This design comes from an exercise in tuning for small area on the open sky130 flow, not from production work.
Only simulation tests tie the RTL to the original design; equivalence was not proved.
Power and IR drop assume default switching activity. The clock port is modelled as an ideal driver; clocking choices that lean on that would not hold on a real chip.

==> run a: inputs <==
==> flow/design.v <==
`timescale 1ns/1ns
module rv32i_core (
   input  logic        clock,
   input  logic        rst_n,
   output logic        wb_cyc,
   output logic        wb_stb,
   output logic [31:0] wb_adr,
   input  logic [31:0] wb_dat,
   input  logic        wb_ack,
   output logic        retire_valid,
   output logic [31:0] retire_pc,
   output logic [4:0]  retire_rd,
   output logic [31:0] retire_rd_value,
   output logic        retire_rd_write,
   output logic        halted
);
   logic [4:0] ph;
   logic       sA;      
   logic       sB;      
   logic       sF;      
   logic       sH;      
   logic       clr;     
   wire ph0  = (ph == 5'd0);
   wire ph31 = (ph == 5'd31);
   wire req = sF | (sB & ph31);
   wire ack = req & wb_ack;
   localparam logic [2:0] C_OP = 3'd0, C_OPIMM = 3'd1, C_LUI = 3'd2, C_AUIPC = 3'd3,
                          C_BR = 3'd4, C_JAL = 3'd5, C_JALR = 3'd6, C_FENCE = 3'd7;
   logic [2:0] dcls;
   logic       dlegal;
   always_comb begin
      dlegal = 1'b1;
      case (wb_dat[6:0])
         7'h33:   dcls = C_OP;
         7'h13:   dcls = C_OPIMM;
         7'h37:   dcls = C_LUI;
         7'h17:   dcls = C_AUIPC;
         7'h63:   dcls = C_BR;
         7'h6f:   dcls = C_JAL;
         7'h67:   dcls = C_JALR;
         7'h0f:   dcls = C_FENCE;
         default: begin dcls = C_FENCE; dlegal = 1'b0; end
      endcase
   end
   wire waiting = ~sA & ~sB & ~sF & ~sH;
   always_ff @(posedge clock or negedge rst_n) begin
      if (!rst_n) begin
         ph  <= 5'd0;
         sA  <= 1'b0;
         sB  <= 1'b1;
         sF  <= 1'b0;
         sH  <= 1'b0;
         clr <= 1'b1;
      end else begin
         ph  <= ph + 5'd1;
         clr <= clr & ~ph31;
         sH  <= sH | (ack & ~dlegal);
         sF  <= req & ~ack;
         if (ph31) begin
            sB <= sA;
            sA <= (ack & dlegal) | waiting;
         end
      end
   end
   logic [31:7] ins;
   logic [2:0]  cls;
   always_ff @(posedge clock) begin
      if (ack) begin
         ins <= wb_dat[31:7];
         cls <= dcls;
      end
   end
   wire isOP    = (cls == C_OP);
   wire isOPIMM = (cls == C_OPIMM);
   wire isLUI   = (cls == C_LUI);
   wire isAUIPC = (cls == C_AUIPC);
   wire isBR    = (cls == C_BR);
   wire isJAL   = (cls == C_JAL);
   wire isJALR  = (cls == C_JALR);
   wire isALU   = isOP | isOPIMM;
   wire jump    = isJAL | isJALR;
   wire writes  = isALU | isLUI | isAUIPC | jump;
   wire [2:0] f3  = ins[14:12];
   wire [4:0] rd  = ins[11:7];
   wire [4:0] rs1 = ins[19:15];
   wire [4:0] rs2 = ins[24:20];
   wire       alt = (ins[31:25] == 7'b0100000);
   wire isSLL = isALU & (f3 == 3'b001);
   wire isSR  = isALU & (f3 == 3'b101);
   wire isSLT = isALU & (f3[2:1] == 2'b01);
   wire sub   = isOP & alt & (f3 == 3'b000);
   wire isI = isJALR | isOPIMM;
   wire isU = isLUI | isAUIPC;
   wire isB = isBR;
   wire isJ = isJAL;
   logic laneA, laneB, laneC, imm;
   wire [31:0] insU = {ins[31:12], 12'd0};
   always_comb begin
      case (ph[3:0])
         4'd0:  laneA = ins[20];
         4'd1:  laneA = ins[21];
         4'd2:  laneA = ins[22];
         4'd3:  laneA = ins[23];
         4'd4:  laneA = ins[24];
         4'd5:  laneA = ins[25];
         4'd6:  laneA = ins[26];
         4'd7:  laneA = ins[27];
         4'd8:  laneA = ins[28];
         4'd9:  laneA = ins[29];
         default: laneA = ins[30];
      endcase
      laneB = insU[ph];
      case (ph[1:0])
         2'd1:  laneC = ins[8];
         2'd2:  laneC = ins[9];
         2'd3:  laneC = ins[10];
         default: laneC = ins[11];
      endcase
   end
   wire lo11 = (ph < 5'd11);
   wire lo5  = (ph < 5'd5);
   wire lo20 = (ph < 5'd20);
   always_comb begin
      if (lo11) begin
         if (isU | ((isB | isJ) & ph0)) imm = 1'b0;
         else if (isB & lo5)            imm = laneC;
         else                           imm = laneA;
      end else if (ph == 5'd11) begin
         imm = isB ? ins[7] : isJ ? ins[20] : (isI & ins[31]);
      end else begin
         imm = (isU | (isJ & lo20)) ? laneB : ins[31];
      end
   end
   logic [31:0] rbit;
   logic        wd;
   wire         wdr = wd & ~clr;
   wire         wen = sB & (clr | writes);
   wire [3:0]   we_hi = {4{wen}} & (clr ? 4'hf : (4'b0001 << rd[4:3]));
   wire [7:0]   we_lo = clr ? 8'hff : (8'b0000_0001 << rd[2:0]);
   assign rbit[0] = 1'b0;
   genvar r;
   generate
      for (r = 1; r < 32; r++) begin : g_x
         logic [31:0] q;
         wire we = we_hi[r / 8] & we_lo[r % 8];
         always_ff @(posedge clock) q <= {we ? wdr : q[0], q[31:1]};
         assign rbit[r] = q[0];
      end
   endgenerate
   wire rs1v = rbit[rs1];
   wire rs2v = rbit[rs2];
   logic [31:0] F;       
   logic [31:0] P;       
   logic [31:0] R;       
   logic        npc;
   logic        ra;
   wire pcA = ~ph0 & F[0];
   always_ff @(posedge clock) begin
      if (sA | (sB & ~ph31)) F <= {sA ? rs1v : npc, F[31:1]};
      P <= {sA ? pcA : P[0], P[31:1]};
      R <= {sA ? ra : wd, R[31:1]};
   end
   assign wb_cyc = req;
   assign wb_stb = req;
   assign wb_adr = {F[31:1], 1'b0};
   logic cy;
   wire bop    = isOP ? rs2v : imm;
   wire cmpb   = (isOP | isBR) ? rs2v : imm;
   wire inject = jump ? (ph == 5'd2) : (ph == 5'd1);
   wire a_in   = sA ? ((isAUIPC | isJAL | isBR) ? pcA : (~isLUI & rs1v))
                    : (jump ? P[0] : P[1]);
   wire b_in   = sA & (bop ^ sub);
   wire cin    = ph0 ? (sA & sub) : (cy | (sB & inject));
   wire sum    = a_in ^ b_in ^ cin;
   always_ff @(posedge clock) cy <= (a_in & b_in) | (a_in & cin) | (b_in & cin);
   logic lt, eq;
   wire dif = rs1v ^ cmpb;
   wire sgn = isBR ? ~f3[1] : ~f3[0];
   always_ff @(posedge clock) begin
      if (sA) begin
         lt <= dif ? ((ph31 & sgn) ? rs1v : cmpb) : (~ph0 & lt);
         eq <= (ph0 | eq) & ~dif;
      end
   end
   wire taken = isBR & (f3[2] ? (lt ^ f3[0]) : (~f3[1] & (eq ^ f3[0])));
   logic [4:0] S;
   logic [4:0] sx;
   always_ff @(posedge clock) begin
      for (int j = 0; j < 5; j++)
         if (sA & (ph == j)) S[j] <= bop;
   end
   always_comb begin
      for (int j = 0; j < 5; j++)
         sx[j] = (sB | (ph > j)) ? S[j] : ((ph == j) & bop);
   end
   wire [4:0]  k    = isSLL ? (5'd0 - sx) : sx;
   wire [5:0]  csum = {1'b0, ph} + {1'b0, k};
   wire        cond = csum[5] | (isSLL & (k == 5'd0));
   wire [31:0] T    = {F[31:1], rs1v};
   wire        tap  = T[k];
   always_comb begin
      if (!isALU) ra = sum;
      else begin
         case (f3)
            3'b000:  ra = sum;
            3'b001:  ra = cond & tap;
            3'b010,
            3'b011:  ra = 1'b0;
            3'b100:  ra = rs1v ^ bop;
            3'b101:  ra = rs1v;
            3'b110:  ra = rs1v | bop;
            default: ra = rs1v & bop;
         endcase
      end
   end
   always_comb begin
      if (jump)       wd = sum;
      else if (isSR)  wd = cond ? (alt & R[31]) : tap;
      else if (isSLL) wd = R[0] & cond;
      else if (isSLT) wd = ph0 ? lt : R[0];
      else            wd = R[0];
   end
   assign npc = ~clr & ((jump | taken) ? R[1] : sum);
   assign retire_valid    = sB & ph31 & ~clr;
   assign retire_pc       = {P[0], P[31:1]};
   assign retire_rd       = rd;
   assign retire_rd_value = {wd, R[31:1]};
   assign retire_rd_write = writes & (rd != 5'd0);
   assign halted          = sH;
endmodule
==> flow/flow/run.sh <==
#!/bin/bash
# Own layout flow: the standard layout (standard.sh), with two changes.
#  - Clock tree: larger sink clusters and no dummy loads, so fewer clock buffers.
#  - Port buffers: the smallest buffer instead of the flow's default cell.
# Every port still gets a buffer, and the clock still reaches the registers
# through a buffered tree. Tool output goes to log files in this folder and
# under orfs/logs.
set -euo pipefail
export CTS_ARGS="-sink_clustering_enable -repair_clock_nets -dont_use_dummy_load -sink_clustering_size 30 -sink_clustering_max_diameter 100"
export BUFFER_PORTS_ARGS="-buffer_cell sky130_fd_sc_hd__buf_1"
bash standard.sh > standard.log 2>&1
==> flow/standard.sh <==
#!/bin/bash
# synth_recipe.tcl (not shown) runs the flow's synth.tcl, then flattens the netlist and writes it again
# the make line also repeats each setting of config.mk as NAME=value (left out here)
make -C /OpenROAD-flow-scripts/flow DESIGN_CONFIG=/design/flow/config.mk WORK_HOME=/design/flow/orfs CLKGATE_MAP_FILE= SYNTH_SCRIPT=/design/flow/synth_recipe.tcl "${@:-finish}"
==> flow/config.mk <==
export PLATFORM = sky130hd
export DESIGN_NAME = rv32i_core
export DESIGN_NICKNAME = rv32i_core
export VERILOG_FILES = /design/flow/design.v
export SDC_FILE = /design/flow/constraint.sdc
export NUM_CORES = 8
export LEC_CHECK = 0
export CAP_MARGIN = 20
export CORE_MARGIN = 2
export CORE_UTILIZATION = 40
export PLACE_DENSITY = 0.6
export SLEW_MARGIN = 20
==> flow/constraint.sdc <==
create_clock -name core_clock -period 13.0 [get_ports {clock}]
set_input_delay 2.6000 -clock core_clock [delete_from_list [all_inputs] [get_ports {clock}]]
set_output_delay 2.6000 -clock core_clock [all_outputs]
set_load 0.01 [all_outputs]
==> inputs of run b, as changes to run a <==
--- a/flow/design.v
+++ b/flow/design.v
@@ -94,41 +94,16 @@
    wire isB = isBR;
    wire isJ = isJAL;
-   logic laneA, laneB, laneC, imm;
-   wire [31:0] insU = {ins[31:12], 12'd0};
-   always_comb begin
-      case (ph[3:0])
-         4'd0:  laneA = ins[20];
-         4'd1:  laneA = ins[21];
-         4'd2:  laneA = ins[22];
-         4'd3:  laneA = ins[23];
-         4'd4:  laneA = ins[24];
-         4'd5:  laneA = ins[25];
-         4'd6:  laneA = ins[26];
-         4'd7:  laneA = ins[27];
-         4'd8:  laneA = ins[28];
-         4'd9:  laneA = ins[29];
-         default: laneA = ins[30];
+   logic imm;
+   always_comb begin
+      case (ph)
+         5'd0:                          imm = isI & ins[20];
+         5'd1, 5'd2, 5'd3, 5'd4:        imm = isB ? ins[5'd7 + ph] : ((isI | isJ) & ins[5'd20 + ph]);
+         5'd5, 5'd6, 5'd7, 5'd8, 5'd9,
+         5'd10:                         imm = ~isU & ins[5'd20 + ph];
+         5'd11:                         imm = isI ? ins[31] : isB ? ins[7] : isJ ? ins[20] : 1'b0;
+         5'd12, 5'd13, 5'd14, 5'd15, 5'd16,
+         5'd17, 5'd18, 5'd19:           imm = (isU | isJ) ? ins[ph] : ins[31];
+         default:                       imm = isU ? ins[ph] : ins[31];
       endcase
-      laneB = insU[ph];
-      case (ph[1:0])
-         2'd1:  laneC = ins[8];
-         2'd2:  laneC = ins[9];
-         2'd3:  laneC = ins[10];
-         default: laneC = ins[11];
-      endcase
-   end
-   wire lo11 = (ph < 5'd11);
-   wire lo5  = (ph < 5'd5);
-   wire lo20 = (ph < 5'd20);
-   always_comb begin
-      if (lo11) begin
-         if (isU | ((isB | isJ) & ph0)) imm = 1'b0;
-         else if (isB & lo5)            imm = laneC;
-         else                           imm = laneA;
-      end else if (ph == 5'd11) begin
-         imm = isB ? ins[7] : isJ ? ins[20] : (isI & ins[31]);
-      end else begin
-         imm = (isU | (isJ & lo20)) ? laneB : ins[31];
-      end
    end
    logic [31:0] rbit;
@@ -194,7 +169,8 @@
          sx[j] = (sB | (ph > j)) ? S[j] : ((ph == j) & bop);
    end
-   wire [4:0]  k    = isSLL ? (5'd0 - sx) : sx;
-   wire [5:0]  csum = {1'b0, ph} + {1'b0, k};
-   wire        cond = csum[5] | (isSLL & (k == 5'd0));
+   wire [4:0]  t    = sx ^ {5{isSLL}};
+   wire [4:0]  k    = t + {4'd0, isSLL};
+   wire [5:0]  csum = {1'b0, ph} + {1'b0, t} + {5'd0, isSLL};
+   wire        cond = csum[5];
    wire [31:0] T    = {F[31:1], rs1v};
    wire        tap  = T[k];
==> flow/run.sh (new file) <==
#!/bin/bash
# synth_recipe.tcl (not shown) runs the flow's synth.tcl, then flattens the netlist and writes it again
# the make line also repeats each setting of config.mk as NAME=value (left out here)
make -C /OpenROAD-flow-scripts/flow DESIGN_CONFIG=/design/flow/config.mk WORK_HOME=/design/flow/orfs CLKGATE_MAP_FILE= SYNTH_SCRIPT=/design/flow/synth_recipe.tcl finish
--- a/flow/config.mk
+++ b/flow/config.mk
@@ -9,4 +9,6 @@
 export CORE_MARGIN = 2
 export CORE_UTILIZATION = 40
+export CTS_CLUSTER_DIAMETER = 100
+export CTS_CLUSTER_SIZE = 30
 export PLACE_DENSITY = 0.6
 export SLEW_MARGIN = 20
removed: flow/flow/run.sh
removed: flow/standard.sh
==> inputs of run c, as changes to run a <==
==> flow/design.v, changed modules only <==
module rv32i_core (
   input  logic        clock,
   input  logic        rst_n,
   output logic        wb_cyc,
   output logic        wb_stb,
   output logic [31:0] wb_adr,
   input  logic [31:0] wb_dat,
   input  logic        wb_ack,
   output logic        retire_valid,
   output logic [31:0] retire_pc,
   output logic [4:0]  retire_rd,
   output logic [31:0] retire_rd_value,
   output logic        retire_rd_write,
   output logic        halted
);
   logic [4:0] ph;
   logic       sA;      
   logic       sB;      
   logic       sF;      
   logic       sH;      
   wire ph0  = (ph == 5'd0);
   wire ph31 = (ph == 5'd31);
   wire req = sF | (sB & ph31);
   wire ack = req & wb_ack;
   localparam logic [2:0] C_OP = 3'd0, C_OPIMM = 3'd1, C_LUI = 3'd2, C_AUIPC = 3'd3,
                          C_BR = 3'd4, C_FENCE = 3'd5, C_JAL = 3'd6, C_JALR = 3'd7;
   logic [2:0] dcls;
   logic       dlegal;
   always_comb begin
      dlegal = 1'b1;
      case (wb_dat[6:0])
         7'h33:   dcls = C_OP;
         7'h13:   dcls = C_OPIMM;
         7'h37:   dcls = C_LUI;
         7'h17:   dcls = C_AUIPC;
         7'h63:   dcls = C_BR;
         7'h6f:   dcls = C_JAL;
         7'h67:   dcls = C_JALR;
         7'h0f:   dcls = C_FENCE;
         default: begin dcls = C_FENCE; dlegal = 1'b0; end
      endcase
   end
   wire clr  = sB & sH;
   wire waiting = ~sA & ~sB & ~sF & ~sH;
   always_ff @(posedge clock or negedge rst_n) begin
      if (!rst_n) begin
         ph  <= 5'd0;
         sA  <= 1'b0;
         sB  <= 1'b1;
         sF  <= 1'b0;
         sH  <= 1'b1;
      end else begin
         ph  <= ph + 5'd1;
         sH  <= (sH & ~(sB & ph31)) | (ack & ~dlegal);
         sF  <= req & ~ack;
         if (ph31) begin
            sB <= sA;
            sA <= (ack & dlegal) | waiting;
         end
      end
   end
   logic [31:7] ins;
   logic [2:0]  cls;
   logic        alt;
   logic [4:0]  S;
   wire         isShift;
   always_ff @(posedge clock) begin
      if (ack) begin
         ins <= wb_dat[31:7];
         cls <= dcls;
         alt <= (wb_dat[31:25] == 7'b0100000);
      end else begin
         for (int j = 0; j < 5; j++)
            if (sA & isShift & (ph == j)) ins[25 + j] <= bop;
      end
   end
   assign S = ins[29:25];
   wire isOP    = (cls == C_OP);
   wire isOPIMM = (cls == C_OPIMM);
   wire isLUI   = (cls == C_LUI);
   wire isAUIPC = (cls == C_AUIPC);
   wire isBR    = (cls == C_BR);
   wire isJAL   = (cls == C_JAL);
   wire isJALR  = (cls == C_JALR);
   wire isALU   = (cls[2:1] == 2'b00);
   wire jump    = (cls[2:1] == 2'b11);
   wire writes  = ~cls[2] | cls[1];
   wire [2:0] f3  = ins[14:12];
   wire [4:0] rd  = ins[11:7];
   wire [4:0] rs1 = ins[19:15];
   wire [4:0] rs2 = ins[24:20];
   wire isSLL = isALU & (f3 == 3'b001);
   wire isSR  = isALU & (f3 == 3'b101);
   assign isShift = isSLL | isSR;
   wire isSLT = isALU & (f3[2:1] == 2'b01);
   wire sub   = isOP & alt & (f3 == 3'b000);
   wire isI = isJALR | isOPIMM;
   wire isU = (cls[2:1] == 2'b01);
   wire isB = isBR;
   wire isJ = isJAL;
   wire [31:0] V = {ins[31:12], ins[31], ins[30:20]};
   wire lane = V[ph];
   logic laneC, imm;
   always_comb begin
      case (ph[1:0])
         2'd1:    laneC = ins[8];
         2'd2:    laneC = ins[9];
         2'd3:    laneC = ins[10];
         default: laneC = ins[11];
      endcase
   end
   wire lo11 = (ph < 5'd11);
   wire lo5  = (ph < 5'd5);
   wire lo20 = (ph < 5'd20);
   always_comb begin
      if (lo11) begin
         if (isU | ((isB | isJ) & ph0)) imm = 1'b0;
         else if (isB & lo5)            imm = laneC;
         else                           imm = lane;
      end else if (ph == 5'd11) begin
         imm = isB ? ins[7] : isJ ? ins[20] : (isI & ins[31]);
      end else begin
         imm = (isU | (isJ & lo20)) ? lane : ins[31];
      end
   end
   logic [31:0] rbit;
   logic        wd;
   wire         wdr = wd & ~clr;
   wire         wen = sB & (clr | writes);
   wire [3:0]   we_hi = {4{wen}} & (clr ? 4'hf : (4'b0001 << rd[4:3]));
   wire [7:0]   we_lo = clr ? 8'hff : (8'b0000_0001 << rd[2:0]);
   assign rbit[0] = 1'b0;
   genvar r;
   generate
      for (r = 1; r < 32; r++) begin : g_x
         logic [31:0] q;
         wire we = we_hi[r / 8] & we_lo[r % 8];
         always_ff @(posedge clock) q <= {we ? wdr : q[0], q[31:1]};
         assign rbit[r] = q[0];
      end
   endgenerate
   wire rs1v = rbit[rs1];
   wire rs2v = rbit[rs2];
   logic [31:0] F;       
   logic [31:0] P;       
   logic [31:0] R;       
   logic        npc;
   logic        ra;
   wire pcA = ~ph0 & F[0];
   always_ff @(posedge clock) begin
      if (sA | (sB & ~ph31)) F[31:1] <= {sA ? rs1v : npc, F[31:2]};
      F[0] <= F[1];    
      P <= {sA ? pcA : P[0], P[31:1]};
      R <= {sA ? ra : wd, R[31:1]};
   end
   assign wb_cyc = req;
   assign wb_stb = req;
   assign wb_adr = {F[31:1], 1'b0};
   logic cy;
   wire bop    = isOP ? rs2v : imm;
   wire cmpb   = (isOP | isBR) ? rs2v : imm;
   wire inject = jump ? (ph == 5'd2) : (ph == 5'd1);
   wire a_in   = sA ? ((isAUIPC | isJAL | isBR) ? pcA : (~isLUI & rs1v))
                    : (jump ? P[0] : P[1]);
   wire b_in   = sA & (bop ^ sub);
   wire cin    = ph0 ? (sA & sub) : (cy | (sB & inject));
   wire sum    = a_in ^ b_in ^ cin;
   always_ff @(posedge clock) cy <= (a_in & b_in) | (a_in & cin) | (b_in & cin);
   logic lt, eq;
   wire dif = rs1v ^ cmpb;
   wire sgn = isBR ? ~f3[1] : ~f3[0];
   always_ff @(posedge clock) begin
      if (sA) begin
         lt <= dif ? ((ph31 & sgn) ? rs1v : cmpb) : (~ph0 & lt);
         eq <= (ph0 | eq) & ~dif;
      end
   end
   wire taken = isBR & (f3[2] ? (lt ^ f3[0]) : (~f3[1] & (eq ^ f3[0])));
   logic [4:0] sx;
   always_comb begin
      for (int j = 0; j < 5; j++)
         sx[j] = (sB | (ph > j)) ? S[j] : ((ph == j) & bop);
   end
   wire [4:0]  k    = isSLL ? (5'd0 - sx) : sx;
   wire [5:0]  csum = {1'b0, ph} + {1'b0, k};
   wire        cond = csum[5] | (isSLL & (k == 5'd0));
   wire [31:0] T    = {F[31:1], rs1v};
   wire        tap  = T[k];
   always_comb begin
      if (!isALU) ra = sum;
      else begin
         case (f3)
            3'b000:  ra = sum;
            3'b001:  ra = cond & tap;
            3'b010,
            3'b011:  ra = 1'b0;
            3'b100:  ra = rs1v ^ bop;
            3'b101:  ra = rs1v;
            3'b110:  ra = rs1v | bop;
            default: ra = rs1v & bop;
         endcase
      end
   end
   always_comb begin
      if (jump)       wd = sum;
      else if (isSR)  wd = cond ? (alt & R[31]) : tap;
      else if (isSLL) wd = R[0] & cond;
      else if (isSLT) wd = ph0 ? lt : R[0];
      else            wd = R[0];
   end
   assign npc = ~clr & ((jump | taken) ? R[1] : sum);
   assign retire_valid    = sB & ph31 & ~clr;
   assign retire_pc       = {P[0], P[31:1]};
   assign retire_rd       = rd;
   assign retire_rd_value = {wd, R[31:1]};
   assign retire_rd_write = writes & (rd != 5'd0);
   assign halted          = sH & ~sB;
endmodule
==> flow/flow/run.sh (replaced) <==
#!/bin/bash
# Own layout flow: the standard layout (standard.sh) with these changes.
#  - Synthesis: the standard flow's synthesis script unchanged, except that ABC maps the
#    logic with an area-oriented script (area.abc). The registers are mapped
#    before ABC runs, so they are the standard synthesis's registers.
#  - Clock tree: small leaf buffers under a strong root, no dummy loads.
#  - Port buffers: the smallest buffer cell. Every port still gets a buffer.
# Tool output: standard.log here, and ORFS's per-step logs under orfs/logs.
set -euo pipefail
W=$PWD
{ head -n 1 synth_recipe.tcl; cat flow/abc_override.tcl; tail -n +2 synth_recipe.tcl; } > own_synth.tcl
sed "s|SYNTH_SCRIPT=[^ ]*|SYNTH_SCRIPT=$W/own_synth.tcl|" standard.sh > own_standard.sh
grep -q "SYNTH_SCRIPT=$W/own_synth.tcl" own_standard.sh
export OWN_ABC_SCRIPT=$W/flow/area.abc
export CTS_ARGS="-sink_clustering_enable -repair_clock_nets -dont_use_dummy_load -root_buf sky130_fd_sc_hd__clkbuf_16 -buf_list sky130_fd_sc_hd__clkbuf_4 -sink_clustering_size 10 -sink_clustering_max_diameter 40"
export BUFFER_PORTS_ARGS="-buffer_cell sky130_fd_sc_hd__buf_1"
bash own_standard.sh > standard.log 2>&1
==> flow/flow/abc_override.tcl (new file) <==
# ABC with an area-oriented mapping script in place of ORFS's default one
proc abc {args} {
  set i [lsearch -exact $args -script]
  if {$i >= 0} { set args [lreplace $args [expr {$i + 1}] [expr {$i + 1}] $::env(OWN_ABC_SCRIPT)] }
  set j [lsearch -exact $args -D]
  if {$j >= 0} { set args [lreplace $args $j [expr {$j + 1}]] }
  yosys abc {*}$args
}
==> flow/flow/area.abc (new file) <==
strash
dch -f
amap
topo
--- a/flow/config.mk
+++ b/flow/config.mk
@@ -8,5 +8,5 @@
 export CAP_MARGIN = 20
 export CORE_MARGIN = 2
-export CORE_UTILIZATION = 40
-export PLACE_DENSITY = 0.6
+export CORE_UTILIZATION = 65
+export PLACE_DENSITY = 0.75
 export SLEW_MARGIN = 20
==> notes <==
Global-route usage, lowest first: run a, run b, run c.
In sequential power, run a and run b hardly differ.
Of run c and run a, run c has the higher clock skew (gap 0.071 ns).
Count of clock-buffer cells in the layout: run a < run b < run c.
Between run c and run a, the lower hold slack is in run c (gap 0.036 ns).
First-iteration DRC count, highest first: run b, run a, run c.
==> figures <==
metric                                                              run b          run c          run a
GRT Overall Usage                                                   12.0%          20.3%          11.9%
Crit Reg-Reg Endpoint                                       g_x[21].q[31]  g_x[26].q[31]  g_x[31].q[31]
Largest vdd supply drop                                          0.138 mV       0.127 mV       0.101 mV
Clock buffer and inverter area fraction after layout                3.93%          3.65%          3.73%
Count of flip-flops with a built-in enable after synthesis             67             62             67
Fill cells                                                          6,137          2,573          6,028
Status                                           timing/DRC/antenna clean  timing/DRC/antenna clean  timing/DRC/antenna clean
Total net switching power                                        0.960 mW       0.941 mW       0.932 mW
Synthesis-to-layout area growth                                     11.1%          6.71%          7.52%
Flip-flop and latch count                                           1,134          1,129          1,134
Routed wl met3                                                    2030 µm        2720 µm        1910 µm
Combined area of the multi-input logic cells                     3990 µm²       2450 µm²       3280 µm²
Die Y                                                              270 µm         206 µm         266 µm
Share of Yosys cell area claimed by the top area cell type          75.0%          80.0%          77.0%

==> re-timing with driven ports <==
In the flow no input, the clock included, has a driving cell. The finished layouts below were timed again as built, in two steps.
Step 1 (the two cells are an assumption about what drives the block):
set clk [get_ports {clock}]
set_driving_cell -lib_cell sky130_fd_sc_hd__clkbuf_16 $clk
set_driving_cell -lib_cell sky130_fd_sc_hd__buf_2 [delete_from_list [all_inputs] $clk]
Step 2 also shifts input and output timing later by t, the mid clock arrival at the registers, as if the neighbouring blocks saw the same clock.
Slacks: ideal ports / drivers / drivers and shift; pairs: ideal ports / drivers.
run	shift t [ns]	setup slack, ns	worst register clock-pin slew, ns
run a	0.633	3.952 / 3.897 / 4.530	0.11 / 0.11
run b	0.653	2.161 / 2.105 / 2.757	0.11 / 0.11
run c	0.636	1.558 / 1.504 / 2.140	0.10 / 0.10
After both steps every run listed still meets setup and hold.
